This design comes from an exercise in tuning for small area, a short achievable clock period and few clock cycles per item on the open sky130 flow, not from production work.
Only simulation tests tie the RTL to the original design; equivalence was not proved.
Power is estimated from default activity; no workload was simulated.

==> design.v <==
package tcq_pkg;
	localparam int TICKET_W  = 16;
	localparam int MINUTE_W  = 11;
	localparam int KIND_W    = 3;
	localparam int STATUS_W  = 2;
	localparam int RUN_W     = 4;
	localparam int TDATA_W   = 32;
	localparam int PAYLOAD_W = TICKET_W + MINUTE_W;
	localparam int PAD_W     = TDATA_W - PAYLOAD_W;
	localparam int OUSER_W   = STATUS_W + 1;
	localparam logic [RUN_W-1:0] RUN_MAX     = 4'd15;
	localparam logic [RUN_W-1:0] NPP_DEFAULT = 4'd2;
	localparam logic [KIND_W-1:0] KIND_ENQ_NORMAL   = 3'd0;
	localparam logic [KIND_W-1:0] KIND_ENQ_PRIORITY = 3'd1;
	localparam logic [KIND_W-1:0] KIND_SERVE        = 3'd2;
	localparam logic [KIND_W-1:0] KIND_SEARCH       = 3'd3;
	localparam logic [KIND_W-1:0] KIND_CANCEL       = 3'd4;
	localparam logic [STATUS_W-1:0] STATUS_DONE      = 2'd0;
	localparam logic [STATUS_W-1:0] STATUS_FULL      = 2'd1;
	localparam logic [STATUS_W-1:0] STATUS_EMPTY     = 2'd2;
	localparam logic [STATUS_W-1:0] STATUS_NOT_FOUND = 2'd3;
	localparam logic CLASS_NORMAL   = 1'b0;
	localparam logic CLASS_PRIORITY = 1'b1;
	typedef struct packed {
		logic [MINUTE_W-1:0] minute;
		logic [TICKET_W-1:0] ticket;
	} entry_t;
	typedef enum logic [3:0] {
		ST_IDLE,
		ST_DECODE,
		ST_SERVE_WB,
		ST_SCAN_RD,
		ST_SCAN_CMP,
		ST_SHIFT_RD,
		ST_SHIFT_WR,
		ST_RESP
	} state_t;
	typedef struct packed {
		logic capture;
		logic enq;
		logic res_empty;
		logic res_nop;
		logic serve_rd;
		logic serve_pop;
		logic scan_start;
		logic scan_rd;
		logic scan_next;
		logic scan_adv;
		logic res_found;
		logic res_miss;
		logic shift_rd;
		logic shift_wr;
		logic remove_done;
		logic out_load;
	} cmd_t;
	typedef struct packed {
		logic [KIND_W-1:0] op;
		logic              both_empty;
		logic              scan_end;
		logic              hit;
		logic              cls;
		logic              shift_end;
		logic              out_free;
	} stat_t;
endpackage
module tcq_ram #(
	parameter int DEPTH = 16
) (
	input  logic                                clk,
	input  logic [DEPTH-1:0]                    shift,
	input  logic [tcq_pkg::PAYLOAD_W-1:0]       wdata,
	output logic [DEPTH*tcq_pkg::PAYLOAD_W-1:0] entries   
);
	localparam int PW = tcq_pkg::PAYLOAD_W;
	logic [PW-1:0] mem [0:DEPTH-1];
	always_ff @(posedge clk) begin
		if (shift[0]) begin
			mem[0] <= wdata;
		end
		for (int i = 1; i < DEPTH; i++) begin
			if (shift[i]) begin
				mem[i] <= mem[i-1];
			end
		end
	end
	always_comb begin
		for (int i = 0; i < DEPTH; i++) begin
			entries[i*PW +: PW] = mem[i];
		end
	end
endmodule
module two_class_ticket_queue_weighted_server #(
	parameter int QUEUE_DEPTH = 16
) (
	input  logic                              clk,
	input  logic                              arst_n,
	input  logic                              s_axis_tvalid,
	output logic                              s_axis_tready,
	input  logic [tcq_pkg::TDATA_W-1:0]       s_axis_tdata,
	input  logic [tcq_pkg::KIND_W-1:0]        s_axis_tuser,
	output logic                              m_axis_tvalid,
	input  logic                              m_axis_tready,
	output logic [tcq_pkg::TDATA_W-1:0]       m_axis_tdata,
	output logic [tcq_pkg::OUSER_W-1:0]       m_axis_tuser,
	input  logic                              cfg_we,
	input  logic [tcq_pkg::RUN_W-1:0]         cfg_data
);
	localparam int D  = QUEUE_DEPTH;
	localparam int PW = tcq_pkg::PAYLOAD_W;
	localparam int TW = tcq_pkg::TICKET_W;
	localparam int MW = tcq_pkg::MINUTE_W;
	localparam int RW = tcq_pkg::RUN_W;
	logic          e_valid_q;
	logic          e_enqn_q, e_enqp_q, e_serve_q, e_scan_q, e_cancel_q;
	logic [TW-1:0] e_tk_q;
	logic [MW-1:0] e_mn_q;
	logic [D-1:0]  e_nhit_q, e_phit_q;
	logic [D-1:0]  nv_q, pv_q, nmov_q, pmov_q;
	logic          turn_q;
	logic [RW-1:0] run_q, npp_q;
	logic                         r_valid_q;
	logic [tcq_pkg::STATUS_W-1:0] r_status_q;
	logic                         r_class_q;
	logic [D-1:0]                 r_nsel_q, r_psel_q;
	logic                         o0_valid_q, o1_valid_q;
	logic [tcq_pkg::STATUS_W-1:0] o0_status_q, o1_status_q;
	logic                         o0_class_q, o1_class_q;
	logic [PW-1:0]                o0_data_q, o1_data_q;
	logic                         s_ready_q, room_q;
	logic fire_e, r_move, pop, head_free, accept;
	logic e_valid_d, r_valid_d, o0_valid_d, o1_valid_d, room_d;
	always_comb begin
		fire_e     = e_valid_q && room_q;
		r_move     = r_valid_q && !(o0_valid_q && o1_valid_q);
		pop        = o0_valid_q && m_axis_tready;
		head_free  = !o0_valid_q || pop;
		accept     = s_axis_tvalid && s_ready_q;
		e_valid_d  = accept || (e_valid_q && !fire_e);
		r_valid_d  = fire_e || (r_valid_q && !r_move);
		o0_valid_d = head_free ? (o1_valid_q || r_move) : 1'b1;
		o1_valid_d = head_free ? (o1_valid_q && r_move) : (o1_valid_q || r_move);
		room_d     = !(r_valid_d && o0_valid_d && o1_valid_d);
	end
	assign s_axis_tready = s_ready_q;
	logic [D-1:0]    nshift, pshift;
	logic [D*PW-1:0] nent, pent;
	always_comb begin
		nshift = (fire_e && e_enqn_q) ? nmov_q : '0;
		pshift = (fire_e && e_enqp_q) ? pmov_q : '0;
	end
	tcq_ram #(.DEPTH(D)) u_normal (
		.clk     (clk),
		.shift   (nshift),
		.wdata   ({e_mn_q, e_tk_q}),
		.entries (nent)
	);
	tcq_ram #(.DEPTH(D)) u_priority (
		.clk     (clk),
		.shift   (pshift),
		.wdata   ({e_mn_q, e_tk_q}),
		.entries (pent)
	);
	logic [TW-1:0] in_tk;
	logic [D-1:0]  in_neq, in_peq, in_nhit, in_phit;
	logic          in_eq_new;
	always_comb begin
		in_tk     = s_axis_tdata[TW-1:0];
		in_eq_new = (e_tk_q == in_tk);
		for (int i = 0; i < D; i++) begin
			in_neq[i] = (nent[i*PW +: TW] == in_tk);
			in_peq[i] = (pent[i*PW +: TW] == in_tk);
		end
		in_nhit[0] = nshift[0] ? in_eq_new : in_neq[0];
		in_phit[0] = pshift[0] ? in_eq_new : in_peq[0];
		for (int i = 1; i < D; i++) begin
			in_nhit[i] = nshift[i] ? in_neq[i-1] : in_neq[i];
			in_phit[i] = pshift[i] ? in_peq[i-1] : in_peq[i];
		end
	end
	function automatic [D-1:0] suffix_or(input logic [D-1:0] x);
		suffix_or[D-1] = x[D-1];
		for (int i = D - 2; i >= 0; i--) begin
			suffix_or[i] = suffix_or[i+1] | x[i];
		end
	endfunction
	function automatic [D-1:0] mov_after_enq(input logic [D-1:0] v);
		logic [D:0] none, one;
		none[0] = 1'b1;
		one[0]  = 1'b1;
		for (int i = 0; i < D; i++) begin
			none[i+1] = none[i] & v[i];
			one[i+1]  = one[i] & (v[i] | none[i]);
		end
		mov_after_enq = one[D] ? '0 : one[D-1:0];
	endfunction
	logic [D-1:0]  nmatch, pmatch, nsrc, psrc, nsuf, psuf, nsel, psel;
	logic [D-1:0]  nclr, pclr, nmov_clr, pmov_clr;
	logic          nany, pany, nempty, pempty, pick_p, both_empty;
	logic          use_n, use_p, clr_n, clr_p;
	logic [RW-1:0] run_inc;
	logic          n_left_empty;
	logic [tcq_pkg::STATUS_W-1:0] x_status;
	logic          x_class;
	always_comb begin
		nmatch     = e_nhit_q & nv_q;
		pmatch     = e_phit_q & pv_q;
		nany       = |nmatch;
		pany       = |pmatch;
		nempty     = !(|nv_q);
		pempty     = !(|pv_q);
		both_empty = nempty && pempty;
		pick_p     = (turn_q && !pempty) || nempty;
		nsrc = e_serve_q ? nv_q : nmatch;
		psrc = e_serve_q ? pv_q : pmatch;
		nsuf = suffix_or(nsrc);
		psuf = suffix_or(psrc);
		for (int i = 0; i < D - 1; i++) begin
			nsel[i] = nsrc[i] && !nsuf[i+1];
			psel[i] = psrc[i] && !psuf[i+1];
		end
		nsel[D-1] = nsrc[D-1];
		psel[D-1] = psrc[D-1];
		use_n = e_serve_q ? !pick_p : (e_scan_q && nany);
		use_p = e_serve_q ?  pick_p : (e_scan_q && !nany);
		clr_n = fire_e && ((e_serve_q && !pick_p) || (e_cancel_q && nany));
		clr_p = fire_e && ((e_serve_q && pick_p && !pempty) || (e_cancel_q && !nany && pany));
		nclr  = clr_n ? nsel : '0;
		pclr  = clr_p ? psel : '0;
		nmov_clr = (nmov_q | {D{!nmov_q[0]}}) & nsuf;
		pmov_clr = (pmov_q | {D{!pmov_q[0]}}) & psuf;
		x_status = tcq_pkg::STATUS_DONE;
		x_class  = tcq_pkg::CLASS_NORMAL;
		if (e_enqn_q || e_enqp_q) begin
			x_class  = e_enqp_q;
			x_status = (e_enqp_q ? !pmov_q[0] : !nmov_q[0]) ? tcq_pkg::STATUS_FULL
				: tcq_pkg::STATUS_DONE;
		end else if (e_serve_q) begin
			if (both_empty) x_status = tcq_pkg::STATUS_EMPTY;
			else            x_class  = pick_p;
		end else if (e_scan_q) begin
			if (nany)      x_class  = tcq_pkg::CLASS_NORMAL;
			else if (pany) x_class  = tcq_pkg::CLASS_PRIORITY;
			else           x_status = tcq_pkg::STATUS_NOT_FOUND;
		end
		run_inc      = (run_q != tcq_pkg::RUN_MAX) ? run_q + 1'b1 : run_q;
		n_left_empty = !(|(nv_q & ~nsel));
	end
	logic [PW-1:0] r_data;
	always_comb begin
		r_data = '0;
		for (int i = 0; i < D; i++) begin
			r_data = r_data | ({PW{r_nsel_q[i]}} & nent[i*PW +: PW])
				| ({PW{r_psel_q[i]}} & pent[i*PW +: PW]);
		end
	end
	always_ff @(posedge clk or negedge arst_n) begin
		if (!arst_n) begin
			e_valid_q  <= 1'b0;
			r_valid_q  <= 1'b0;
			o0_valid_q <= 1'b0;
			o1_valid_q <= 1'b0;
			s_ready_q  <= 1'b1;
			room_q     <= 1'b1;
			nv_q       <= '0;
			pv_q       <= '0;
			nmov_q     <= {{(D-1){1'b0}}, 1'b1};
			pmov_q     <= {{(D-1){1'b0}}, 1'b1};
			turn_q     <= 1'b1;
			run_q      <= '0;
			npp_q      <= tcq_pkg::NPP_DEFAULT;
		end else begin
			e_valid_q  <= e_valid_d;
			r_valid_q  <= r_valid_d;
			o0_valid_q <= o0_valid_d;
			o1_valid_q <= o1_valid_d;
			room_q     <= room_d;
			s_ready_q  <= !e_valid_d || room_d;
			if (cfg_we) begin
				npp_q <= cfg_data;
			end
			nv_q <= (nv_q & ~nclr) | nshift;
			pv_q <= (pv_q & ~pclr) | pshift;
			if (fire_e && e_enqn_q) begin
				nmov_q <= mov_after_enq(nv_q);
			end else if (clr_n) begin
				nmov_q <= nmov_clr;
			end
			if (fire_e && e_enqp_q) begin
				pmov_q <= mov_after_enq(pv_q);
			end else if (clr_p) begin
				pmov_q <= pmov_clr;
			end
			if (fire_e && e_serve_q && !both_empty) begin
				if (pick_p) begin
					turn_q <= nempty;
					run_q  <= '0;
				end else begin
					turn_q <= turn_q || (run_inc >= npp_q) || n_left_empty;
					run_q  <= run_inc;
				end
			end
		end
	end
	always_ff @(posedge clk) begin
		if (accept) begin
			e_enqn_q   <= (s_axis_tuser == tcq_pkg::KIND_ENQ_NORMAL);
			e_enqp_q   <= (s_axis_tuser == tcq_pkg::KIND_ENQ_PRIORITY);
			e_serve_q  <= (s_axis_tuser == tcq_pkg::KIND_SERVE);
			e_scan_q   <= (s_axis_tuser == tcq_pkg::KIND_SEARCH) || (s_axis_tuser == tcq_pkg::KIND_CANCEL);
			e_cancel_q <= (s_axis_tuser == tcq_pkg::KIND_CANCEL);
			e_tk_q     <= in_tk;
			e_mn_q     <= s_axis_tdata[PW-1:TW];
			e_nhit_q   <= in_nhit;
			e_phit_q   <= in_phit;
		end
		if (fire_e) begin
			r_status_q <= x_status;
			r_class_q  <= x_class;
			r_nsel_q   <= use_n ? nsel : '0;
			r_psel_q   <= use_p ? psel : '0;
		end
		if (head_free && o1_valid_q) begin
			o0_status_q <= o1_status_q;
			o0_class_q  <= o1_class_q;
			o0_data_q   <= o1_data_q;
		end else if (head_free && r_move) begin
			o0_status_q <= r_status_q;
			o0_class_q  <= r_class_q;
			o0_data_q   <= r_data;
		end
		if (r_move && (head_free ? o1_valid_q : o0_valid_q)) begin
			o1_status_q <= r_status_q;
			o1_class_q  <= r_class_q;
			o1_data_q   <= r_data;
		end
	end
	assign m_axis_tvalid = o0_valid_q;
	assign m_axis_tdata  = {{tcq_pkg::PAD_W{1'b0}}, o0_data_q};
	assign m_axis_tuser  = {o0_class_q, o0_status_q};
endmodule
==> run.sh <==
#!/bin/bash
# synth_recipe.tcl (not shown) runs the flow's synth.tcl, then flattens the netlist and writes it again
# the make line also repeats each setting of config.mk as NAME=value (left out here)
make -C /OpenROAD-flow-scripts/flow DESIGN_CONFIG=/design/flow/config.mk WORK_HOME=/design/flow/orfs CLKGATE_MAP_FILE= SYNTH_SCRIPT=/design/flow/synth_recipe.tcl finish
==> config.mk <==
export PLATFORM = sky130hd
export DESIGN_NAME = two_class_ticket_queue_weighted_server
export DESIGN_NICKNAME = two_class_ticket_queue_weighted_server
export VERILOG_FILES = /design/flow/design.v
export SDC_FILE = /design/flow/constraint.sdc
export NUM_CORES = 4
export LEC_CHECK = 0
export ABC_CLOCK_PERIOD_IN_PS = 2500
export CAP_MARGIN = 20
export CORE_MARGIN = 2
export CORE_UTILIZATION = 50
export SETUP_SLACK_MARGIN = 2.5
export SLEW_MARGIN = 20
==> constraint.sdc <==
create_clock -name core_clock -period 5.0 [get_ports {clk}]
set_input_delay 1.0000 -clock core_clock [delete_from_list [all_inputs] [get_ports {clk}]]
set_output_delay 1.0000 -clock core_clock [all_outputs]
set_load 0.01 [all_outputs]
==> results of run 1 <==
[metrics by stage]
step	total power, W	setup slack (ns)	hold WS, ns	instance area (um2)	util
after floorplan	0.01521	2.503	0.4204	47780	-
after global placement	0.01834	1.340	0.4276	49990	0.5269
after detailed placement	0.01840	1.299	0.4332	49990	0.5269
after CTS	0.02753	2.441	0.1303	54960	0.5793
after global routing	0.02903	2.268	0.1579	56090	0.5912
final	0.02865	2.349	0.1462	56100	0.5913
[cell families after synthesis]
| group | count (synthesis) |
|---|---|
| AO/OA/AOI/OAI | 671 |
| XOR/XNOR | 531 |
| adder cells (fa/ha/maj) | 15 |
| buffers and inverters | 272 |
| flip-flops | 1102 |
| multiplexers | 63 |
| other | 1 |
| AND/OR/NAND/NOR | 646 |
[layer usage]
metal	up-vias	track usage	wire length [um]
li1	13310	-	-
met1	17690	0.5588	75110
met2	3683	0.5859	86160
met3	906	0.1530	33750
met4	12	0.2920	19750
met5	-	0	104
[cells in the final DEF (no fill, tap or decap), types with 13 or more instances in the layout]
cell type,count
sky130_fd_sc_hd__nor2_1,62
sky130_fd_sc_hd__o22ai_1,15
sky130_fd_sc_hd__a22oi_1,325
sky130_fd_sc_hd__bufinv_16,14
sky130_fd_sc_hd__nor4_2,38
sky130_fd_sc_hd__xnor2_1,34
sky130_fd_sc_hd__a221oi_1,44
sky130_fd_sc_hd__buf_6,17
sky130_fd_sc_hd__nor3_1,22
sky130_fd_sc_hd__clkinv_2,30
sky130_fd_sc_hd__dlygate4sd2_1,31
sky130_fd_sc_hd__mux2i_1,31
sky130_fd_sc_hd__buf_12,18
sky130_fd_sc_hd__a221oi_2,14
sky130_fd_sc_hd__edfxtp_1,1023
sky130_fd_sc_hd__a22o_1,60
sky130_fd_sc_hd__mux2_2,32
sky130_fd_sc_hd__nand3_1,70
sky130_fd_sc_hd__clkdlybuf4s50_1,21
sky130_fd_sc_hd__dfrtp_2,22
sky130_fd_sc_hd__xor2_1,496
sky130_fd_sc_hd__a21oi_1,19
sky130_fd_sc_hd__nand4_1,103
sky130_fd_sc_hd__clkbuf_1,24
sky130_fd_sc_hd__o21ai_1,17
sky130_fd_sc_hd__nor4_1,100
sky130_fd_sc_hd__nand2_1,121
sky130_fd_sc_hd__or4_4,23
sky130_fd_sc_hd__clkbuf_16,122
sky130_fd_sc_hd__o21ai_0,57
sky130_fd_sc_hd__inv_4,13
sky130_fd_sc_hd__inv_1,19
sky130_fd_sc_hd__dfrtp_1,49
sky130_fd_sc_hd__buf_4,185
sky130_fd_sc_hd__clkinv_1,23
sky130_fd_sc_hd__o211ai_1,13
[path summary, 6_finish.rpt]
kind,from,to,slack (ns),cells past startpoint
worst max-delay path,nv_q[8],pv_q[7],2.35,7
worst min-delay path,arst_n,nmov_q[4],0.15,1
worst max register to register,nv_q[8],pv_q[7],2.35,7
worst min register to register,u_priority.mem[11][24],u_priority.mem[12][24],0.45,0
max in group asynchronous,arst_n,pv_q[7],3.70,2
min in group core_clock,u_priority.mem[11][24],u_priority.mem[12][24],0.45,0
[flip-flops by register name (all words and copies together) (netlist names), 16 cells and up]
signal / cells
e_nhit_q: 16
e_phit_q: 16
e_tk_q: 16
nmov_q: 16
nv_q: 16
o0_data_q: 27
o1_data_q: 27
pmov_q: 16
pv_q: 16
r_nsel_q: 16
r_psel_q: 16
u_normal.mem: 432
u_priority.mem: 432
[power groups by stage]
stage / sequential (W) / clock (W) / combinational, W
floorplan: 0.0117 / 0 / 0.00350
global placement: 0.0123 / 0 / 0.00608
detailed placement: 0.0123 / 0 / 0.00610
CTS: 0.0120 / 0.00882 / 0.00668
global route: 0.0122 / 0.00917 / 0.00770
finish: 0.0121 / 0.00883 / 0.00771
[layout make-up]
cell class,count,share of cell area
sequential,1102,0.5836
multi-input combinational,1931,0.2658
clock buffer,139,0.05291
timing repair buffer,294,0.04925
tap,1265,0.02822
clock inverter,74,0.01510
inverter,49,0.005041
antenna,2,0.00008922
[worst reg2reg max path, cell delays in order (launching register included)]
cell                      delay (ns)
sky130_fd_sc_hd__dfrtp_2        0.46
sky130_fd_sc_hd__a22oi_2        0.21
sky130_fd_sc_hd__nand2_1        0.14
sky130_fd_sc_hd__or4_4          0.57
sky130_fd_sc_hd__o31a_4         0.43
sky130_fd_sc_hd__or3_4          0.45
sky130_fd_sc_hd__o31ai_2        0.20
sky130_fd_sc_hd__nand2_1        0.07
[Yosys cell counts, types with 4 or more instances]
| master | n |
|---|---|
| sky130_fd_sc_hd__o21ai_1 | 23 |
| sky130_fd_sc_hd__nand4_1 | 103 |
| sky130_fd_sc_hd__and3_1 | 13 |
| sky130_fd_sc_hd__nand3b_1 | 4 |
| sky130_fd_sc_hd__nor3b_1 | 6 |
| sky130_fd_sc_hd__mux2_2 | 32 |
| sky130_fd_sc_hd__o211ai_1 | 13 |
| sky130_fd_sc_hd__a221oi_1 | 58 |
| sky130_fd_sc_hd__a21o_1 | 6 |
| sky130_fd_sc_hd__ha_1 | 5 |
| sky130_fd_sc_hd__nor2_1 | 70 |
| sky130_fd_sc_hd__dfstp_2 | 6 |
| sky130_fd_sc_hd__nand2_1 | 128 |
| sky130_fd_sc_hd__o21ai_0 | 65 |
| sky130_fd_sc_hd__buf_1 | 23 |
| sky130_fd_sc_hd__or4_1 | 29 |
| sky130_fd_sc_hd__o22ai_1 | 19 |
| sky130_fd_sc_hd__a21oi_1 | 21 |
| sky130_fd_sc_hd__o2111ai_1 | 5 |
| sky130_fd_sc_hd__xnor2_1 | 34 |
| sky130_fd_sc_hd__o21a_1 | 10 |
| sky130_fd_sc_hd__o31ai_1 | 12 |
| sky130_fd_sc_hd__nor2b_1 | 6 |
| sky130_fd_sc_hd__nor3_1 | 25 |
| sky130_fd_sc_hd__or2_2 | 4 |
| sky130_fd_sc_hd__mux2i_1 | 31 |
| sky130_fd_sc_hd__or3_1 | 7 |
| sky130_fd_sc_hd__a31oi_1 | 5 |
| sky130_fd_sc_hd__nand2b_1 | 12 |
| sky130_fd_sc_hd__nand3_1 | 72 |
| sky130_fd_sc_hd__xor2_1 | 497 |
| sky130_fd_sc_hd__inv_1 | 49 |
| sky130_fd_sc_hd__maj3_1 | 10 |
| sky130_fd_sc_hd__clkbuf_1 | 189 |
| sky130_fd_sc_hd__a22oi_1 | 333 |
| sky130_fd_sc_hd__buf_4 | 6 |
| sky130_fd_sc_hd__dfrtp_1 | 73 |
| sky130_fd_sc_hd__nor4_1 | 142 |
| sky130_fd_sc_hd__a211oi_1 | 5 |
| sky130_fd_sc_hd__and2_1 | 11 |
| sky130_fd_sc_hd__o221ai_1 | 7 |
| sky130_fd_sc_hd__a22o_1 | 60 |
| sky130_fd_sc_hd__edfxtp_1 | 1023 |
[what timing repair did]
action / 4_1_cts / 5_1_grt
hold buffers: 0 / 0
pin swaps: 24 / 38
resized for setup: 232 / 145
buffers inserted: 46 / 50
cloned: 1 / 7
endpoints found under the setup margin: 1073 / 222
==> run_results.csv, run 1 <==
group,metric,value,unit
synth,number_of_enable_flip_flop_cells_after_synthesis,1023,
cells_and_area,area_overhead_vs_synth,17.48,%
power_and_ir_drop,max-vdd-ir-drop,0.0003847,V
critical_path,path_max_fanout,6,
synth,synth.area.top_cells,"sky130_fd_sc_hd__edfxtp_1 (64%), sky130_fd_sc_hd__xor2_1 (9.1%), sky130_fd_sc_hd__a22oi_1 (5.2%), sky130_fd_sc_hd__dfrtp_1 (3.8%), sky130_fd_sc_hd__nor4_1 (1.9%)",
power_and_ir_drop,total_leakage_power,19.02,nW
critical_path,worst_ep_required_time,5.61,ns
drt,routedWlPerCell,44.25,um
sta,timing.final.crit_period,2.651,ns
power_and_ir_drop,p_comb_frac,0.269,
place,dp_cells,4536,
cells_and_area,n_fill_cell,7395,
synth,syn_area,47750,um2
clock_network,clkSinkCount,1102,
sta,clock.fmax,0.3772,GHz
critical_path,critical_path.endpoint_type,"register",
run_status,status,"finished clean",
floorplanning,fp.dieH,313.0,um
place,port-buffer-count,70,
cells_and_area,layout.nets,3542,
floorplanning,start_util,0.5033,
cells_and_area,drive_above_1_share,0.1867,
cells_and_area,multi_input_comb_area,14910,um2
critical_path,cpPeakStageDelay,0.57,ns
cells_and_area,area.sequential,32740,um2
synth,synth.area.mux_share,0.01405,
sta,setup_repair_after_global_routing_missed_its_margin,"true",
synth,synthDominantCellAreaShare,0.6434,
drt,remaining_drc_errors,0,
sta,finalSetupTns,0,ns
grt,grt_first_pass_wirelength,281000,um
power_and_ir_drop,sequentialPowerShare,0.423,
synth,postSynthAreaPerCell,14.46,um2
synth,asyncSetResetFlopFracSynth,0.07169,
synth,dominantRegCellSynth,"sky130_fd_sc_hd__edfxtp_1",
synth,syn-instance-count,3301,
sta,final.period_utilization,0.5303,
sta,maxSlewViolCount,0,
synth,synthXorXnorAreaFrac,0.09740,
clock_network,htreeDepth,3,
power_and_ir_drop,clock_power_share,0.308,
drt,route.final.wire_length,214900,um
power_and_ir_drop,power.density,510.8,nW/um2
synth,post-synth-top-area-cell,"sky130_fd_sc_hd__edfxtp_1",
critical_path,cp.buffers_inverters,0,
cells_and_area,stdcell_count,4856,
drt,dr.pass1.iters,7,
sta,tightest_slew,0.9980,ns
synth,synth_compound_area_frac,0.1037,
drt,post_drt_via_cell_ratio,7.331,
sta,hold_viol,0,
grt,grt.total_usage,0.4243,
floorplanning,die_x,313.0,um
power_and_ir_drop,p_sw_frac,0.3579,
synth,synth.lib_cells_used.distinct,75,
min_path,worst_min_delay_path_class,"primary input to asynchronous set/reset pin",
clock_network,clk_pin_slew_worst_paths,0.07,ns
sta,worst_slew_margin_rel,0.3286,
floorplanning,pin_count,81,
clock_network,clockBufferDepth,3,
synth,synth_fa_ha_area_frac,0.003407,
critical_path,critical_path_class,"register to register",
drt,dr_total_vias,35600,
synth,synth_top_family_by_area,"compound AO/OA/AOI/OAI gates",
critical_path,critPathSlowestCell,"sky130_fd_sc_hd__or4_4",
grt,first_global_vias,33150,
drt,ant_nets,0,
critical_path,crit_path_frequent_cell,"sky130_fd_sc_hd__nand2_1",
floorplanning,num_rows,113,
grt,pin_count_of_the_biggest_net_entering_global_routing,60,
sta,setup-violations-final,0,
place,place_hpwl,135400,um
place,place_congestion,1.099,
critical_path,critical_path.cell_chain,"a22oi_2 > nand2_1 > or4_4 > o31a_4 > or3_4 > o31ai_2 > nand2_1",
critical_path,critPathTopFamily,"simple AND/OR/NAND/NOR gates",
clock_network,cts_inserted_buffers,115,
clock_network,worstSkewPairLatency,0.75,ns
grt,grt_antenna_before_repair,9,
critical_path,crit_arrival,3.26,ns
power_and_ir_drop,p_int,0.01840,W
sta,clock_skew,0.03141,ns
clock_network,cts_tree,"done",
drt,detailedRoute.firstIterationViolations,6961,
power_and_ir_drop,netSwitchingPower,0.01025,W
grt,gr_overflow_total,0,
synth,synth_simple_gate_area_frac,0.07403,
synth,synth_seq_cells,1102,
critical_path,start_kind,"register",
floorplanning,core-area,94870,um2
floorplanning,die_area,97980,um2
synth,synth-warning-count,3,
job,cap_viol_max_count,0,
clock_network,clock_tree.root_cell,"sky130_fd_sc_hd__clkbuf_16",
synth,synth.yosys.seq_area_share,0.6849,
Testbench counts, summed over its fixed seeds: cycles 4,824, ops 4,800.
==> run 2, diff against run 1 <==
--- a/config.mk
+++ b/config.mk
@@ -6,8 +6,8 @@
 export NUM_CORES = 4
 export LEC_CHECK = 0
 export ABC_CLOCK_PERIOD_IN_PS = 2500
-export CAP_MARGIN = 20
+export CAP_MARGIN = 10
 export CORE_MARGIN = 2
 export CORE_UTILIZATION = 50
 export SETUP_SLACK_MARGIN = 2.5
-export SLEW_MARGIN = 20
+export SLEW_MARGIN = 10
==> run 2 against run 1 <==
Effect of this change: sequential power about the same; combinational power about the same; sequential cell count unchanged; global-route usage is the same; final cell count is essentially flat; largest cell class unchanged.
==> run_results.csv, run 2 <==
group,metric,value,unit
drt,detailedRoute.firstIterationViolations,6914,
sta,tightest_slew,1.288,ns
critical_path,critical_path.cell_chain,"a22oi_2 > nand2_1 > or4_4 > o31a_4 > or3_4 > o31ai_2 > nand2_1",
run_status,status,"finished clean",
synth,synth_commonest_cells,"sky130_fd_sc_hd__edfxtp_1 (1023), sky130_fd_sc_hd__xor2_1 (497), sky130_fd_sc_hd__a22oi_1 (333)",
power_and_ir_drop,total_leakage_power,19.01,nW
drt,route.final.wire_length,214900,um
power_and_ir_drop,power.density,510.7,nW/um2
grt,pin_count_of_the_biggest_net_entering_global_routing,60,
critical_path,cp.buffers_inverters,0,
floorplanning,die_area,97980,um2
sta,clock.fmax,0.3773,GHz
critical_path,r2r_cells,7,
sta,final.period_utilization,0.5300,
critical_path,cpPeakStageDelay,0.57,ns
place,placement.cell_area,49990,um2
clock_network,clkSinkCount,1102,
synth,syn_area,47750,um2
floorplanning,die_x,313.0,um
clock_network,htreeDepth,3,
clock_network,worstSkewPairLatency,0.76,ns
critical_path,path_max_fanout,6,
sta,finalSetupTns,0,ns
synth,syn-instance-count,3301,
synth,postSynthAreaPerCell,14.46,um2
place,place_congestion,1.099,
critical_path,worst_ep_required_time,5.61,ns
synth,number_of_enable_flip_flop_cells_after_synthesis,1023,
synth,synthDominantCellAreaShare,0.6434,
critical_path,reg2reg_from,"nv_q[8]",
cells_and_area,finish.instance_area,56100,um2
power_and_ir_drop,max-vdd-ir-drop,0.0003850,V
floorplanning,core-area,94870,um2
critical_path,crit_arrival,3.26,ns
sta,hold_viol,0,
cells_and_area,area.sequential,32740,um2
floorplanning,num_rows,113,
synth,yosysMostFrequentCell,"sky130_fd_sc_hd__edfxtp_1",
clock_network,cts_inserted_buffers,115,
cells_and_area,area_overhead_vs_synth,17.49,%
synth,synth.area.top_cells,"sky130_fd_sc_hd__edfxtp_1 (64%), sky130_fd_sc_hd__xor2_1 (9.1%), sky130_fd_sc_hd__a22oi_1 (5.2%), sky130_fd_sc_hd__dfrtp_1 (3.8%), sky130_fd_sc_hd__nor4_1 (1.9%)",
drt,post_drt_via_cell_ratio,7.366,
sta,clock_skew,0.03374,ns
cells_and_area,final_common_cell,"sky130_fd_sc_hd__edfxtp_1",
drt,remaining_drc_errors,0,
drt,routedWlPerCell,44.24,um
place,place_hpwl,135400,um
synth,asyncSetResetFlopFracSynth,0.07169,
synth,dominantRegCellSynth,"sky130_fd_sc_hd__edfxtp_1",
synth,synth-warning-count,3,
min_path,worst_min_delay_path_class,"primary input to asynchronous set/reset pin",
clock_network,clockBufferDepth,3,
cells_and_area,drive_above_1_share,0.1865,
sta,setup-violations-final,0,
floorplanning,fp.dieH,313.0,um
grt,gr_overflow_total,0,
floorplanning,pin_count,81,
sta,timing.final.crit_period,2.650,ns
critical_path,critical_path_class,"register to register",
clock_network,clock_tree.root_cell,"sky130_fd_sc_hd__clkbuf_16",
critical_path,timing.rr.end,"pv_q[7]",
drt,ant_nets,0,
synth,synth_seq_cells,1102,
floorplanning,start_util,0.5033,
cells_and_area,n_fill_cell,7394,
cells_and_area,multi_input_comb_area,14910,um2
grt,grt_first_pass_wirelength,281000,um
clock_network,cts_tree,"done",
critical_path,cp-startpoint,"nv_q[8]",
synth,synth.lib_cells_used.distinct,75,
critical_path,critPathTopFamily,"simple AND/OR/NAND/NOR gates",
cells_and_area,reg_top3,"u_normal.mem x432, u_priority.mem x432",
job,cap_viol_max_count,0,
critical_path,crit_path_frequent_cell,"sky130_fd_sc_hd__nand2_1",
sta,setup_repair_after_global_routing_missed_its_margin,"true",
sta,maxSlewViolCount,0,
cells_and_area,final_cell_mix,"sky130_fd_sc_hd__edfxtp_1 (1023), sky130_fd_sc_hd__xor2_1 (496), sky130_fd_sc_hd__a22oi_1 (325)",
drt,dr.pass1.iters,8,
critical_path,critical_path.endpoint_type,"register",
grt,first_global_vias,33150,
synth,synth.yosys.seq_area_share,0.6849,
clock_network,clk_pin_slew_worst_paths,0.06,ns
critical_path,reg2reg_setup_slack,2.35,ns
critical_path,start_kind,"register",
cells_and_area,layout.nets,3541,
place,port-buffer-count,70,
drt,dr_total_vias,35790,
grt,grt_antenna_before_repair,9,
power_and_ir_drop,power.total,0.02865,W
critical_path,critPathSlowestCell,"sky130_fd_sc_hd__or4_4",
synth,post-synth-top-area-cell,"sky130_fd_sc_hd__edfxtp_1",
sta,worst_slew_margin_rel,0.1384,
grt,grt.total_usage,0.4243,
[run 2: cell families (layout without fill, tap and decap cells)]
group | count (synthesis) | count (layout) | share of synthesized area
compound gates | 671 | 671 | 0.1037
xor+xnor | 531 | 531 | 0.09740
other cells | 1 | 11 | 0.00007854
buf+inv | 272 | 555 | 0.02238
simple gates | 646 | 646 | 0.07403
mux | 63 | 63 | 0.01405
fa+ha+maj | 15 | 15 | 0.003407
flops | 1102 | 1102 | 0.6849
[run 2: how the worst max path moves through the flow]
stage	end	cells past startpoint
5_1_grt	pv_q[7]	7
2_1_floorplan	turn_q	9
6_report	pv_q[7]	7
3_5_place_dp	e_phit_q[0]	5
3_3_place_gp	e_phit_q[15]	5
4_1_cts	pv_q[7]	7
[run 2: power by group]
part,internal [W],switching (W)
clock,0.00497,0.00387
sequential,0.0112,0.000932
combinational,0.00225,0.00545
[run 2: cell type report]
class,instances,area share
timing repair buffer,293,0.04911
tap,1265,0.02821
clock inverter,74,0.01510
multi-input combinational,1931,0.2658
sequential,1102,0.5836
inverter,49,0.005041
clock buffer,139,0.05291
antenna,6,0.0002676
[run 2: what timing repair did]
item / 4_1_cts / 5_1_grt
pin swaps: 24 / 38
cloned: 1 / 7
setup endpoints to repair: 1073 / 221
buffers inserted: 46 / 50
gates resized for setup: 232 / 145
hold buffers: 0 / 0
[run 2: per-stage QoR]
stage               std cells  hold slack [ns]  utilization  setup WS (ns)
floorplan                3305           0.4204            -          2.503
global placement         4536           0.4276       0.5269          1.340
detailed placement       4536           0.4332       0.5269          1.299
CTS                      4796           0.1303       0.5793          2.441
global route             4853           0.1579       0.5912          2.268
finish                   4859           0.1453       0.5913          2.350
[run 2: layer usage]
layer / share of wire / global-route usage / vias up
met4: 0.090 / 0.2920 / 14
li1: - / - / 13330
met3: 0.15 / 0.1530 / 910
met5: 0.00054 / 0 / -
met2: 0.40 / 0.5859 / 3675
met1: 0.35 / 0.5588 / 17870
==> run 3, diff against run 2 <==
--- a/design.v
+++ b/design.v
@@ -116,6 +116,7 @@
 	logic [MW-1:0] e_mn_q;
 	logic [D-1:0]  e_nhit_q, e_phit_q;
 	logic [D-1:0]  nv_q, pv_q, nmov_q, pmov_q;
+	logic          nempty_q, pempty_q;   
 	logic          turn_q;
 	logic [RW-1:0] run_q, npp_q;
 	logic                         r_valid_q;
@@ -193,6 +194,16 @@
 		end
 		mov_after_enq = one[D] ? '0 : one[D-1:0];
 	endfunction
+	function automatic at_most_one(input logic [D-1:0] v);
+		logic none, one;
+		none = 1'b1;
+		one  = 1'b1;
+		for (int i = 0; i < D; i++) begin
+			one  = one & (!v[i] | none);
+			none = none & !v[i];
+		end
+		at_most_one = one;
+	endfunction
 	logic [D-1:0]  nmatch, pmatch, nsrc, psrc, nsuf, psuf, nsel, psel;
 	logic [D-1:0]  nclr, pclr, nmov_clr, pmov_clr;
 	logic          nany, pany, nempty, pempty, pick_p, both_empty;
@@ -206,8 +217,8 @@
 		pmatch     = e_phit_q & pv_q;
 		nany       = |nmatch;
 		pany       = |pmatch;
-		nempty     = !(|nv_q);
-		pempty     = !(|pv_q);
+		nempty     = nempty_q;
+		pempty     = pempty_q;
 		both_empty = nempty && pempty;
 		pick_p     = (turn_q && !pempty) || nempty;
 		nsrc = e_serve_q ? nv_q : nmatch;
@@ -243,7 +254,7 @@
 			else           x_status = tcq_pkg::STATUS_NOT_FOUND;
 		end
 		run_inc      = (run_q != tcq_pkg::RUN_MAX) ? run_q + 1'b1 : run_q;
-		n_left_empty = !(|(nv_q & ~nsel));
+		n_left_empty = at_most_one(nv_q);
 	end
 	logic [PW-1:0] r_data;
 	always_comb begin
@@ -263,6 +274,8 @@
 			room_q     <= 1'b1;
 			nv_q       <= '0;
 			pv_q       <= '0;
+			nempty_q   <= 1'b1;
+			pempty_q   <= 1'b1;
 			nmov_q     <= {{(D-1){1'b0}}, 1'b1};
 			pmov_q     <= {{(D-1){1'b0}}, 1'b1};
 			turn_q     <= 1'b1;
@@ -280,6 +293,8 @@
 			end
 			nv_q <= (nv_q & ~nclr) | nshift;
 			pv_q <= (pv_q & ~pclr) | pshift;
+			nempty_q <= nempty_q ? !(fire_e && e_enqn_q) : (clr_n && at_most_one(nv_q));
+			pempty_q <= pempty_q ? !(fire_e && e_enqp_q) : (clr_p && at_most_one(pv_q));
 			if (fire_e && e_enqn_q) begin
 				nmov_q <= mov_after_enq(nv_q);
 			end else if (clr_n) begin
--- a/config.mk
+++ b/config.mk
@@ -6,8 +6,10 @@
 export NUM_CORES = 4
 export LEC_CHECK = 0
 export ABC_CLOCK_PERIOD_IN_PS = 2500
-export CAP_MARGIN = 10
+export CAP_MARGIN = 20
 export CORE_MARGIN = 2
 export CORE_UTILIZATION = 50
+export CTS_CLUSTER_DIAMETER = 70
+export CTS_CLUSTER_SIZE = 22
 export SETUP_SLACK_MARGIN = 2.5
-export SLEW_MARGIN = 10
+export SLEW_MARGIN = 20
==> run 3 against run 2 <==
Effect of this change: still clean; clock power fell by about 30%; hold slack improved by 0.19 ns; non-clock buffer count fell by 32; synthesized area rose by 0.47%; clock skew rose by 0.013 ns; die area rose by 0.46%; sequential share of layout area rose by 1.8 points; critical path depth fell by 1; maximum frequency fell by 4.1%; sequential power rose by 7%; critical endpoint is now e_phit_q[1].
==> run_results.csv, run 3 <==
group,metric,value,unit
power_and_ir_drop,clock_power_share,0.224,
drt,routedWlPerCell,43.81,um
critical_path,path_max_fanout,20,
synth,post-synth-top-area-cell,"sky130_fd_sc_hd__edfxtp_1",
grt,pin_count_of_the_biggest_net_entering_global_routing,51,
grt,grt_util_met3,0.1723,
cells_and_area,stdcell_count,4782,
cells_and_area,final_cell_mix,"sky130_fd_sc_hd__edfxtp_1 (1023), sky130_fd_sc_hd__xor2_1 (493), sky130_fd_sc_hd__a22oi_1 (328)",
drt,dr_total_vias,35280,
place,place_congestion,1.110,
sta,finalSetupTns,0,ns
power_and_ir_drop,p_sw_frac,0.3898,
grt,globalRoute.busiestLayer,"met2",
grt,grt_first_pass_wirelength,278500,um
synth,synth.lib_cells_used.distinct,70,
critical_path,worst_ep_required_time,5.53,ns
floorplanning,core-area,95010,um2
synth,synth_seq_cells,1104,
clock_network,htreeDepth,3,
floorplanning,start_util,0.5049,
grt,first_global_vias,33450,
critical_path,crit_arrival,3.29,ns
power_and_ir_drop,netSwitchingPower,0.01082,W
grt,grt_use_met2,0.5726,
drt,dr.pass1.iters,9,
synth,synth.area.top_cells,"sky130_fd_sc_hd__edfxtp_1 (64%), sky130_fd_sc_hd__xor2_1 (9.1%), sky130_fd_sc_hd__a22oi_1 (5.3%), sky130_fd_sc_hd__dfrtp_1 (3.8%), sky130_fd_sc_hd__nor4_1 (1.8%)",
cells_and_area,final_common_cell,"sky130_fd_sc_hd__edfxtp_1",
cells_and_area,n_fill_cell,7561,
clock_network,cts_tree,"done",
drt,post_drt_via_cell_ratio,7.378,
sta,setup_repair_after_global_routing_missed_its_margin,"true",
clock_network,clkSinkCount,1104,
synth,syn-instance-count,3358,
clock_network,worstSkewPairLatency,0.69,ns
clock_network,clock_tree.root_cell,"sky130_fd_sc_hd__clkbuf_16",
floorplanning,num_rows,113,
clock_network,cts_inserted_buffers,69,
sta,clock.fmax,0.3618,GHz
grt,grtUsageMet1,0.5387,
floorplanning,fp.dieH,313.7,um
drt,remaining_drc_errors,0,
power_and_ir_drop,p_comb_frac,0.309,
sta,setup-violations-final,0,
place,place_hpwl,131400,um
synth,synth_commonest_cells,"sky130_fd_sc_hd__edfxtp_1 (1023), sky130_fd_sc_hd__xor2_1 (498), sky130_fd_sc_hd__a22oi_1 (336)",
drt,detailedRoute.firstIterationViolations,6817,
sta,tightest_slew,1.246,ns
floorplanning,die_area,98430,um2
cells_and_area,area.sequential,32780,um2
clock_network,clockBufferDepth,3,
synth,asyncSetResetFlopFracSynth,0.07337,
drt,route.final.wire_length,209500,um
sta,timing.final.crit_period,2.764,ns
synth,synth.yosys.seq_area_share,0.6829,
critical_path,reg2reg_from,"nv_q[3]",
critical_path,reg2reg_setup_slack,2.39,ns
critical_path,critical_path_class,"primary input to register",
grt,grt_antenna_before_repair,11,
cells_and_area,reg_top3,"u_normal.mem x432, u_priority.mem x432",
power_and_ir_drop,sequentialPowerShare,0.467,
synth,dominantRegCellSynth,"sky130_fd_sc_hd__edfxtp_1",
critical_path,r2r_cells,9,
min_path,worst_min_delay_path_class,"primary input to asynchronous set/reset pin",
power_and_ir_drop,max-vdd-ir-drop,0.0003407,V
sta,worst_slew_margin_rel,0.1667,
critical_path,critical_path.endpoint_type,"register",
synth,syn_area,47970,um2
floorplanning,die_x,313.7,um
sta,maxSlewViolCount,0,
cells_and_area,area_overhead_vs_synth,13.60,%
place,port-buffer-count,70,
clock_network,holdBufCountCts,0,
grt,grt.total_usage,0.4169,
synth,postSynthAreaPerCell,14.29,um2
sta,hold_viol,0,
run_status,status,"finished clean",
cells_and_area,layout.nets,3518,
power_and_ir_drop,power.density,509.4,nW/um2
critical_path,timing.rr.end,"pmov_q[5]",
power_and_ir_drop,total_leakage_power,18.17,nW
synth,synthDominantCellAreaShare,0.6404,
drt,ant_nets,0,
sta,final.period_utilization,0.5528,
critical_path,cp-startpoint,"s_axis_tdata[2]",
floorplanning,pin_count,81,
job,cap_viol_max_count,0,
cells_and_area,drive_above_1_share,0.1651,
synth,synth-warning-count,3,
sta,clock_skew,0.04658,ns
power_and_ir_drop,p_int,0.01694,W
place,dp_cells,4584,
clock_network,clk_pin_slew_worst_paths,0.09,ns
synth,number_of_enable_flip_flop_cells_after_synthesis,1023,
grt,gr_overflow_total,0,
critical_path,start_kind,"primary input",
synth,yosysMostFrequentCell,"sky130_fd_sc_hd__edfxtp_1",
cells_and_area,multi_input_comb_area,15170,um2
[run 3: cell count changes after synthesis, moves of 8 or more]
cell / change
sky130_fd_sc_hd__nand2_1: +25
sky130_fd_sc_hd__a21oi_1: +8
sky130_fd_sc_hd__o22ai_1: -8
sky130_fd_sc_hd__o21ai_0: +47
sky130_fd_sc_hd__inv_1: +10
sky130_fd_sc_hd__o21ai_1: -20
[run 3: final cells by class]
| type | instances | share of cell area |
|---|---|---|
| antenna | 5 | 0.0002296 |
| inverter | 59 | 0.006039 |
| multi-input combinational | 1974 | 0.2785 |
| tap | 1265 | 0.02905 |
| timing repair buffer | 261 | 0.04459 |
| clock buffer | 80 | 0.03283 |
| sequential | 1104 | 0.6016 |
| clock inverter | 34 | 0.007187 |
[run 3: cell families (layout without fill, tap and decap cells)]
logic type | after synthesis | in the layout | share of synthesized area
compound gates | 696 | 696 | 0.1056
mux | 63 | 63 | 0.01395
other cells | 1 | 10 | 0.00007817
simple gates | 666 | 666 | 0.07483
fa+ha+maj | 13 | 13 | 0.002974
buf+inv | 284 | 434 | 0.02280
xor+xnor | 531 | 531 | 0.09695
flops | 1104 | 1104 | 0.6829
[run 3: critical path, cell delays in order]
cell and delay (ns):
sky130_fd_sc_hd__buf_4 0.35, sky130_fd_sc_hd__buf_4 0.34, sky130_fd_sc_hd__xor2_1 0.13, sky130_fd_sc_hd__nor4_1 0.73, sky130_fd_sc_hd__nand4_1 0.45, sky130_fd_sc_hd__mux2i_1 0.27
[run 3: worst max path at each step]
| stage | endpoint | slack [ns] | cells after the start |
|---|---|---|---|
| floorplan | pmov_q[2] | 2.52 | 9 |
| global placement | e_phit_q[6] | 1.40 | 6 |
| detailed placement | e_phit_q[6] | 1.32 | 6 |
| CTS | turn_q | 2.32 | 8 |
| global route | pmov_q[2] | 2.31 | 8 |
| finish | e_phit_q[1] | 2.24 | 6 |
[run 3: power by group through the flow]
stage | combinational, W | clock (W) | sequential, W
6_report | 0.00858 | 0.00621 | 0.0130
3_3_place_gp | 0.00689 | 0 | 0.0131
3_5_place_dp | 0.00696 | 0 | 0.0131
4_1_cts | 0.00760 | 0.00621 | 0.0129
5_1_grt | 0.00864 | 0.00653 | 0.0130
2_1_floorplan | 0.00401 | 0 | 0.0124
[run 3: per-layer routing]
| metal | part of all wire | vias up | wire length, um |
|---|---|---|---|
| met1 | 0.35 | 17520 | 72360 |
| met5 | 0.00034 | - | 72 |
| met4 | 0.088 | 10 | 18440 |
| met3 | 0.17 | 863 | 34730 |
| li1 | - | 13300 | - |
| met2 | 0.40 | 3588 | 83890 |
[run 3: repair_timing]
action / 4_1_cts / 5_1_grt
gates cloned: 1 / 4
gates resized for setup: 241 / 179
setup buffers: 48 / 25
setup endpoints to repair: 1043 / 264
endpoints found under the hold margin: 0 / 0
pin swaps: 21 / 40
[run 3: per-stage QoR]
step           hold slack (ns)  power [W]  setup WS (ns)    util  instance area [um2]
3_5_place_dp            0.4329    0.02011          1.318  0.5281                50170
2_1_floorplan           0.4204    0.01642          2.517       -                48000
3_3_place_gp            0.4287    0.01998          1.401  0.5281                50170
6_report                0.3335    0.02776          2.236  0.5735                54490
5_1_grt                 0.3625    0.02821          2.310  0.5734                54480
4_1_cts                 0.3256    0.02667          2.323  0.5631                53500
Testbench counts of run 3, summed over its fixed seeds: cycles 4,824, ops 4,800.
==> run 4, diff against run 3 <==
--- a/config.mk
+++ b/config.mk
@@ -13,3 +13,4 @@
 export CTS_CLUSTER_SIZE = 22
 export SETUP_SLACK_MARGIN = 2.5
 export SLEW_MARGIN = 20
+export TNS_END_PERCENT = 10
==> run 4 against run 3 <==
Effect of this change: still clean on timing, DRC and antenna; sequential cell count is the same; clock skew grew 0.0024 ns; largest power group unchanged; critical path depth is the same; clock power shrank 3.2%; global-route usage grew 0.12 points; clock-buffer cell count shrank 3; cell area shrank 1.5%; final cell count shrank 0.25%; register-to-register slack lost 0.21 ns; core utilization shrank 0.87 points; wire length shrank 0.45%; maximum frequency shrank 1.8%.
==> run_results.csv, run 4 <==
group,metric,value,unit
synth,synthDominantCellAreaShare,0.6404,
critical_path,start_kind,"register",
cells_and_area,reg_top3,"u_normal.mem x432, u_priority.mem x432",
sta,hold_viol,0,
floorplanning,pin_count,81,
sta,timing.final.crit_period,2.816,ns
clock_network,clock_tree.root_cell,"sky130_fd_sc_hd__clkbuf_16",
power_and_ir_drop,total_leakage_power,17.93,nW
critical_path,crit_arrival,3.25,ns
floorplanning,die_x,313.7,um
power_and_ir_drop,power.density,506.4,nW/um2
synth,dominantRegCellSynth,"sky130_fd_sc_hd__edfxtp_1",
drt,routedWlPerCell,43.72,um
clock_network,cts_tree,"done",
floorplanning,die_area,98430,um2
power_and_ir_drop,clock_power_share,0.221,
clock_network,cts_inserted_buffers,68,
synth,synth.yosys.seq_area_share,0.6829,
drt,route.final.wire_length,208500,um
cells_and_area,area_overhead_vs_synth,11.89,%
sta,final.period_utilization,0.5631,
floorplanning,start_util,0.5049,
clock_network,clkSinkCount,1104,
drt,remaining_drc_errors,0,
cells_and_area,layout.nets,3508,
clock_network,worstSkewPairLatency,0.69,ns
sta,setup_repair_after_global_routing_missed_its_margin,"true",
run_status,status,"finished clean",
sta,clock.fmax,0.3552,GHz
critical_path,worst_ep_required_time,5.43,ns
cells_and_area,finish.instance_area,53670,um2
drt,ant_nets,0,
sta,tightest_slew,1.048,ns
sta,timing.hold.ws,0.2821,ns
power_and_ir_drop,netSwitchingPower,0.01058,W
synth,syn_area,47970,um2
grt,grt_first_pass_wirelength,278200,um
sta,maxSlewViolCount,0,
drt,dr_total_vias,35050,
synth,post-synth-top-area-cell,"sky130_fd_sc_hd__edfxtp_1",
place,place_congestion,1.134,
grt,grt_antenna_before_repair,7,
min_path,worst_min_delay_path_class,"primary input to asynchronous set/reset pin",
grt,first_global_vias,32890,
sta,worst_slew_margin_rel,0.3014,
sta,finalSetupTns,0,ns
power_and_ir_drop,p_sw_frac,0.3893,
synth,synth.lib_cells_used.distinct,70,
sta,setup-violations-final,0,
critical_path,reg2reg_from,"r_psel_q[7]",
synth,syn-instance-count,3358,
job,cap_viol_max_count,0,
floorplanning,fp.dieH,313.7,um
synth,postSynthAreaPerCell,14.29,um2
synth,number_of_enable_flip_flop_cells_after_synthesis,1023,
cells_and_area,drive_above_1_share,0.1460,
place,placement.cell_area,50220,um2
place,place_hpwl,135700,um
grt,grt.total_usage,0.4181,
power_and_ir_drop,sequentialPowerShare,0.476,
place,port-buffer-count,70,
critical_path,reg2reg_setup_slack,2.18,ns
clock_network,htreeDepth,3,
cells_and_area,final_cell_mix,"sky130_fd_sc_hd__edfxtp_1 (1023), sky130_fd_sc_hd__xor2_1 (496), sky130_fd_sc_hd__a22oi_1 (331)",
power_and_ir_drop,p_comb_frac,0.303,
sta,clock_skew,0.04895,ns
floorplanning,num_rows,113,
synth,synth-warning-count,3,
clock_network,clockBufferDepth,3,
floorplanning,core-area,95010,um2
cells_and_area,final_common_cell,"sky130_fd_sc_hd__edfxtp_1",
drt,detailedRoute.firstIterationViolations,7224,
synth,yosysMostFrequentCell,"sky130_fd_sc_hd__edfxtp_1",
critical_path,path_max_fanout,27,
power_and_ir_drop,p_int,0.01660,W
critical_path,timing.rr.end,"o0_data_q[8]",
drt,post_drt_via_cell_ratio,7.348,
synth,synth_seq_cells,1104,
grt,gr_overflow_total,0,
critical_path,critical_path_class,"register to register",
power_and_ir_drop,max-vdd-ir-drop,0.0003111,V
clock_network,clk_pin_slew_worst_paths,0.09,ns
drt,dr.pass1.iters,7,
synth,synth_commonest_cells,"sky130_fd_sc_hd__edfxtp_1 (1023), sky130_fd_sc_hd__xor2_1 (498), sky130_fd_sc_hd__a22oi_1 (336)",
synth,synth.area.top_cells,"sky130_fd_sc_hd__edfxtp_1 (64%), sky130_fd_sc_hd__xor2_1 (9.1%), sky130_fd_sc_hd__a22oi_1 (5.3%), sky130_fd_sc_hd__dfrtp_1 (3.8%), sky130_fd_sc_hd__nor4_1 (1.8%)",
critical_path,r2r_cells,6,
critical_path,critical_path.endpoint_type,"register",
synth,asyncSetResetFlopFracSynth,0.07337,
grt,pin_count_of_the_biggest_net_entering_global_routing,52,
==> run 4: cells by family (layout without fill, tap and decap cells) <==
| kind of cell | count (synthesis) | after routing | share of synthesized area |
|---|---|---|---|
| compound gates | 696 | 696 | 0.1056 |
| xor+xnor | 531 | 531 | 0.09695 |
| fa+ha+maj | 13 | 13 | 0.002974 |
| buf+inv | 284 | 421 | 0.02280 |
| flops | 1104 | 1104 | 0.6829 |
| mux | 63 | 63 | 0.01395 |
| other cells | 1 | 9 | 0.00007817 |
| simple gates | 666 | 668 | 0.07483 |
==> run 4: worst max-delay path: stages (launching register included) <==
cell and delay (ns):
sky130_fd_sc_hd__edfxtp_1 0.38, sky130_fd_sc_hd__buf_4 0.39, sky130_fd_sc_hd__a22o_1 0.31, sky130_fd_sc_hd__a221oi_1 0.20, sky130_fd_sc_hd__nand3_1 0.13, sky130_fd_sc_hd__or4_1 0.76, sky130_fd_sc_hd__mux2_2 0.37
==> run 4: routing by layer <==
metal,vias up,share of wire,global-route usage
li1,13270,-,-
met1,17620,0.35,0.5471
met2,3359,0.41,0.5906
met3,790,0.15,0.1525
met4,10,0.085,0.2616
met5,-,0.00095,0.01064
==> run 4: timing repair <==
action,in CTS,in global routing
endpoints found under the setup margin,1059,494
gates cloned,1,5
resized for setup,100,121
buffers inserted,26,33
pin swaps,7,19
hold buffers,0,0
==> run 4: power by group through the flow <==
stage	Combinational [W]	Clock, W	Sequential, W
after floorplan	0.00401	0	0.0124
after global placement	0.00696	0	0.0131
after detailed placement	0.00700	0	0.0132
after CTS	0.00739	0.00603	0.0129
after global routing	0.00831	0.00633	0.0130
final	0.00823	0.00601	0.0129
==> run 4: how the worst max path moves through the flow <==
| stage | start | endpoint | slack [ns] | cells after the start |
|---|---|---|---|---|
| after floorplan | nv_q[4] | turn_q | 2.43 | 7 |
| after global placement | s_axis_tdata[13] | e_nhit_q[15] | 1.43 | 5 |
| after detailed placement | s_axis_tdata[13] | e_nhit_q[14] | 1.46 | 5 |
| final | r_psel_q[7] | o0_data_q[8] | 2.18 | 6 |
| after CTS | s_axis_tdata[8] | e_phit_q[10] | 2.25 | 5 |
| after global routing | r_psel_q[7] | o0_data_q[6] | 2.21 | 6 |
==> run 4: metrics by stage <==
stage | util | cells | setup slack (ns) | power [W]
finish | 0.5649 | 4770 | 2.184 | 0.02718
global route | 0.5648 | 4767 | 2.209 | 0.02765
CTS | 0.5565 | 4728 | 2.253 | 0.02631
detailed placement | 0.5285 | 4589 | 1.462 | 0.02018
global placement | 0.5285 | 4589 | 1.431 | 0.02009
floorplan | - | 3362 | 2.434 | 0.01642
==> run 4: cell type report <==
cell class                 count  area (um2)
fill                        7711       41340
sequential                  1104       32780
multi-input combinational   1976       14790
timing repair buffer         249        2103
clock buffer                  77        1799
tap                         1265        1583
clock inverter                35       305.3
inverter                      59       291.5
antenna                        4       10.01
timing repair inverter         1       5.005
==> run 5, diff against run 4 <==
--- a/config.mk
+++ b/config.mk
@@ -8,9 +8,6 @@
 export ABC_CLOCK_PERIOD_IN_PS = 2500
 export CAP_MARGIN = 20
 export CORE_MARGIN = 2
-export CORE_UTILIZATION = 50
-export CTS_CLUSTER_DIAMETER = 70
-export CTS_CLUSTER_SIZE = 22
+export CORE_UTILIZATION = 62
 export SETUP_SLACK_MARGIN = 2.5
 export SLEW_MARGIN = 20
-export TNS_END_PERCENT = 10
==> run 5 against run 4 <==
Effect of this change: power is 10% higher; sequential share of layout area shrank 2.0 points; cell area increased by 3.5%; die area down 19%; global-route usage rose by 7.8 points; wire length shrank 4.7%; highest routed layer unchanged; via count grew 2.6%; maximum frequency up 4.8%; combinational power grew 3.3%; first-iteration DRC count is 2.0% higher.
==> run_results.csv, run 5 <==
group,metric,value,unit
power_and_ir_drop,power.total,0.03000,W
place,placement.cell_area,49870,um2
floorplanning,fp.dieH,282.2,um
drt,dr_total_vias,35950,
critical_path,worst_ep_required_time,5.50,ns
floorplanning,num_rows,101,
synth,asyncSetResetFlopFracSynth,0.07337,
critical_path,reg2reg_from,"r_nsel_q[7]",
synth,synth-warning-count,3,
power_and_ir_drop,p_comb_frac,0.283,
drt,dr.pass1.iters,7,
power_and_ir_drop,p_int,0.01902,W
synth,dominantRegCellSynth,"sky130_fd_sc_hd__edfxtp_1",
critical_path,crit_arrival,3.19,ns
floorplanning,die_x,282.2,um
place,port-buffer-count,70,
cells_and_area,reg_top3,"u_normal.mem x432, u_priority.mem x432",
power_and_ir_drop,netSwitchingPower,0.01098,W
sta,tightest_slew,1.256,ns
power_and_ir_drop,sequentialPowerShare,0.435,
cells_and_area,final_common_cell,"sky130_fd_sc_hd__edfxtp_1",
drt,remaining_drc_errors,0,
place,place_congestion,1.161,
critical_path,reg2reg_setup_slack,2.36,ns
synth,syn_area,47970,um2
cells_and_area,layout.nets,3550,
grt,grt_first_pass_wirelength,266600,um
drt,route.final.wire_length,198700,um
drt,routedWlPerCell,42.96,um
place,place_hpwl,124000,um
drt,post_drt_via_cell_ratio,7.773,
grt,grt_antenna_before_repair,12,
synth,synthDominantCellAreaShare,0.6404,
critical_path,r2r_cells,5,
floorplanning,start_util,0.6285,
critical_path,cp-startpoint,"s_axis_tdata[15]",
power_and_ir_drop,clock_power_share,0.281,
sta,finalSetupTns,0,ns
clock_network,cts_inserted_buffers,109,
critical_path,path_max_fanout,34,
critical_path,start_kind,"primary input",
synth,post-synth-top-area-cell,"sky130_fd_sc_hd__edfxtp_1",
grt,gr_overflow_total,0,
job,cap_viol_max_count,0,
drt,detailedRoute.firstIterationViolations,7368,
synth,number_of_enable_flip_flop_cells_after_synthesis,1023,
sta,setup-violations-final,0,
cells_and_area,final_cell_mix,"sky130_fd_sc_hd__edfxtp_1 (1023), sky130_fd_sc_hd__xor2_1 (497), sky130_fd_sc_hd__a22oi_1 (330)",
synth,syn-instance-count,3358,
grt,grt.total_usage,0.4965,
synth,synth.area.top_cells,"sky130_fd_sc_hd__edfxtp_1 (64%), sky130_fd_sc_hd__xor2_1 (9.1%), sky130_fd_sc_hd__a22oi_1 (5.3%), sky130_fd_sc_hd__dfrtp_1 (3.8%), sky130_fd_sc_hd__nor4_1 (1.8%)",
cells_and_area,drive_above_1_share,0.1707,
cells_and_area,stdcell_count,4625,
sta,setup_repair_after_global_routing_missed_its_margin,"true",
clock_network,clk_pin_slew_worst_paths,0.06,ns
floorplanning,core-area,76330,um2
critical_path,critical_path.endpoint_type,"register",
grt,pin_count_of_the_biggest_net_entering_global_routing,59,
clock_network,clock_tree.root_cell,"sky130_fd_sc_hd__clkbuf_16",
run_status,status,"finished clean",
synth,synth.lib_cells_used.distinct,70,
sta,clock.fmax,0.3724,GHz
power_and_ir_drop,max-vdd-ir-drop,0.0003742,V
cells_and_area,finish.instance_area,55550,um2
synth,postSynthAreaPerCell,14.29,um2
synth,synth_commonest_cells,"sky130_fd_sc_hd__edfxtp_1 (1023), sky130_fd_sc_hd__xor2_1 (498), sky130_fd_sc_hd__a22oi_1 (336)",
sta,worst_slew_margin_rel,0.1595,
clock_network,clkSinkCount,1104,
clock_network,clockBufferDepth,3,
place,dp_cells,4341,
min_path,worst_min_delay_path_class,"primary input to asynchronous set/reset pin",
clock_network,cts_tree,"done",
sta,clock_skew,0.03461,ns
cells_and_area,final_core_util,0.7277,
sta,final.period_utilization,0.5371,
clock_network,worstSkewPairLatency,0.71,ns
synth,synth.yosys.seq_area_share,0.6829,
synth,synth_seq_cells,1104,
sta,hold_viol,0,
critical_path,timing.rr.end,"o0_data_q[6]",
cells_and_area,n_fill_cell,4968,
sta,maxSlewViolCount,0,
clock_network,htreeDepth,3,
synth,yosysMostFrequentCell,"sky130_fd_sc_hd__edfxtp_1",
floorplanning,die_area,79610,um2
power_and_ir_drop,power.density,540.1,nW/um2
floorplanning,pin_count,81,
critical_path,critical_path_class,"primary input to register",
cells_and_area,area_overhead_vs_synth,15.79,%
grt,first_global_vias,33790,
drt,ant_nets,0,
sta,timing.final.crit_period,2.686,ns
power_and_ir_drop,p_sw_frac,0.3659,
critical_path,cp-endpoint,"e_nhit_q[14]",
power_and_ir_drop,total_leakage_power,18.82,nW
## run 5: logic make-up (layout without fill, tap and decap cells)
| group | Yosys count | count (layout) | synth area share |
|---|---|---|---|
| adders and majority gates | 13 | 13 | 0.002974 |
| and+or+nand+nor | 666 | 667 | 0.07483 |
| buffers and inverters | 284 | 507 | 0.02280 |
| other | 1 | 14 | 0.00007817 |
| DFF | 1104 | 1104 | 0.6829 |
| xor gates and xnor gates | 531 | 531 | 0.09695 |
| AOI/OAI and AO/OA | 696 | 696 | 0.1056 |
| muxes | 63 | 63 | 0.01395 |
## run 5: final cells by class
cell class | count | area [um2] | share of cell area
Sequential cell | 1104 | 32790 | 0.5903
Multi-Input combinational cell | 1975 | 15100 | 0.2719
Clock buffer | 131 | 2873 | 0.05172
Timing Repair Buffer | 252 | 2451 | 0.04413
Tap cell | 1030 | 1289 | 0.02320
Clock inverter | 65 | 715.7 | 0.01288
Inverter | 59 | 302.8 | 0.005451
Antenna cell | 9 | 22.52 | 0.0004055
## run 5: worst max-delay path: stages
cell                      delay, ns
sky130_fd_sc_hd__buf_4         0.43
sky130_fd_sc_hd__xor2_1        0.37
sky130_fd_sc_hd__nor4_2        0.59
sky130_fd_sc_hd__nand4_1       0.46
sky130_fd_sc_hd__mux2i_1       0.31
## run 5: how the worst min path moves through the flow
stage | slack [ns] | startpoint | depth (start not counted) | endpoint
2_1_floorplan | 0.42 | r_class_q | 0 | o1_class_q
3_3_place_gp | 0.43 | e_mn_q[7] | 0 | u_normal.mem[0][23]
3_5_place_dp | 0.44 | e_mn_q[7] | 0 | u_priority.mem[0][23]
4_1_cts | 0.22 | arst_n | 1 | nmov_q[4]
5_1_grt | 0.24 | arst_n | 1 | nmov_q[4]
6_report | 0.23 | arst_n | 1 | nmov_q[4]
## run 5: repair_timing
item	4_1_cts	5_1_grt
endpoints found under the setup margin	840	237
cloned	0	4
setup buffers	40	35
pin swaps	19	41
gates resized for setup	209	205
hold buffers	0	0
## run 5: metrics by stage
| step | hold WS, ns | setup slack [ns] |
|---|---|---|
| final | 0.2259 | 2.314 |
| after global routing | 0.2378 | 2.330 |
| after CTS | 0.2209 | 2.293 |
| after detailed placement | 0.4350 | 1.463 |
| after global placement | 0.4277 | 1.279 |
| after floorplan | 0.4204 | 2.517 |
## run 5: power groups by stage
stage	Sequential, W	Combinational [W]	Clock [W]
after floorplan	0.0124	0.00401	0
after global placement	0.0131	0.00655	0
after detailed placement	0.0132	0.00670	0
after CTS	0.0129	0.00723	0.00841
after global routing	0.0131	0.00849	0.00874
final	0.0131	0.00850	0.00844
## run 5: layer usage
metal | vias to the layer above | track usage | share of wire
li1 | 13400 | - | -
met1 | 17290 | 0.6317 | 0.33
met2 | 4209 | 0.6660 | 0.39
met3 | 1054 | 0.2346 | 0.18
met4 | 6 | 0.3537 | 0.097
met5 | - | 0.01221 | 0.00093

## port drivers added, routing unchanged
No port has a modelled driver above. Below, the same layouts with a new extraction and two added sets of constraints. Step 1: set_driving_cell puts a clkbuf_16 on clk and a buf_2 on each other input, an assumption about the parent block. Step 2, shift: input delay + t, output delay - t, t = (earliest + latest rising clock arrival at the registers) / 2. This alone moves slack from input paths to output paths. a / b / c = ideal / step 1 / step 2; a / b = the first two.
run	t, ns	setup slack, ns	hold WS [ns]	worst setup path after step 2	latest minus earliest clock arrival (ns)
run 1	0.806	2.349 / 2.349 / 1.616	0.146 / 0.101 / 0.446	input to register	0.032 / 0.032
run 2	0.808	2.350 / 2.350 / 1.579	0.145 / 0.100 / 0.445	input to register	0.036 / 0.036
run 3	0.740	2.236 / 2.246 / 1.506	0.334 / 0.289 / 0.439	input to register	0.047 / 0.047
run 4	0.734	2.184 / 2.184 / 1.527	0.282 / 0.240 / 0.440	input to register	0.049 / 0.049
run 5	0.760	2.314 / 2.277 / 1.517	0.226 / 0.177 / 0.449	input to register	0.036 / 0.036
After both steps every run listed still meets setup and hold. For run 5, which loses most, drivers alone change the setup slack by -0.037 ns; drivers and shift together by -0.797 ns.
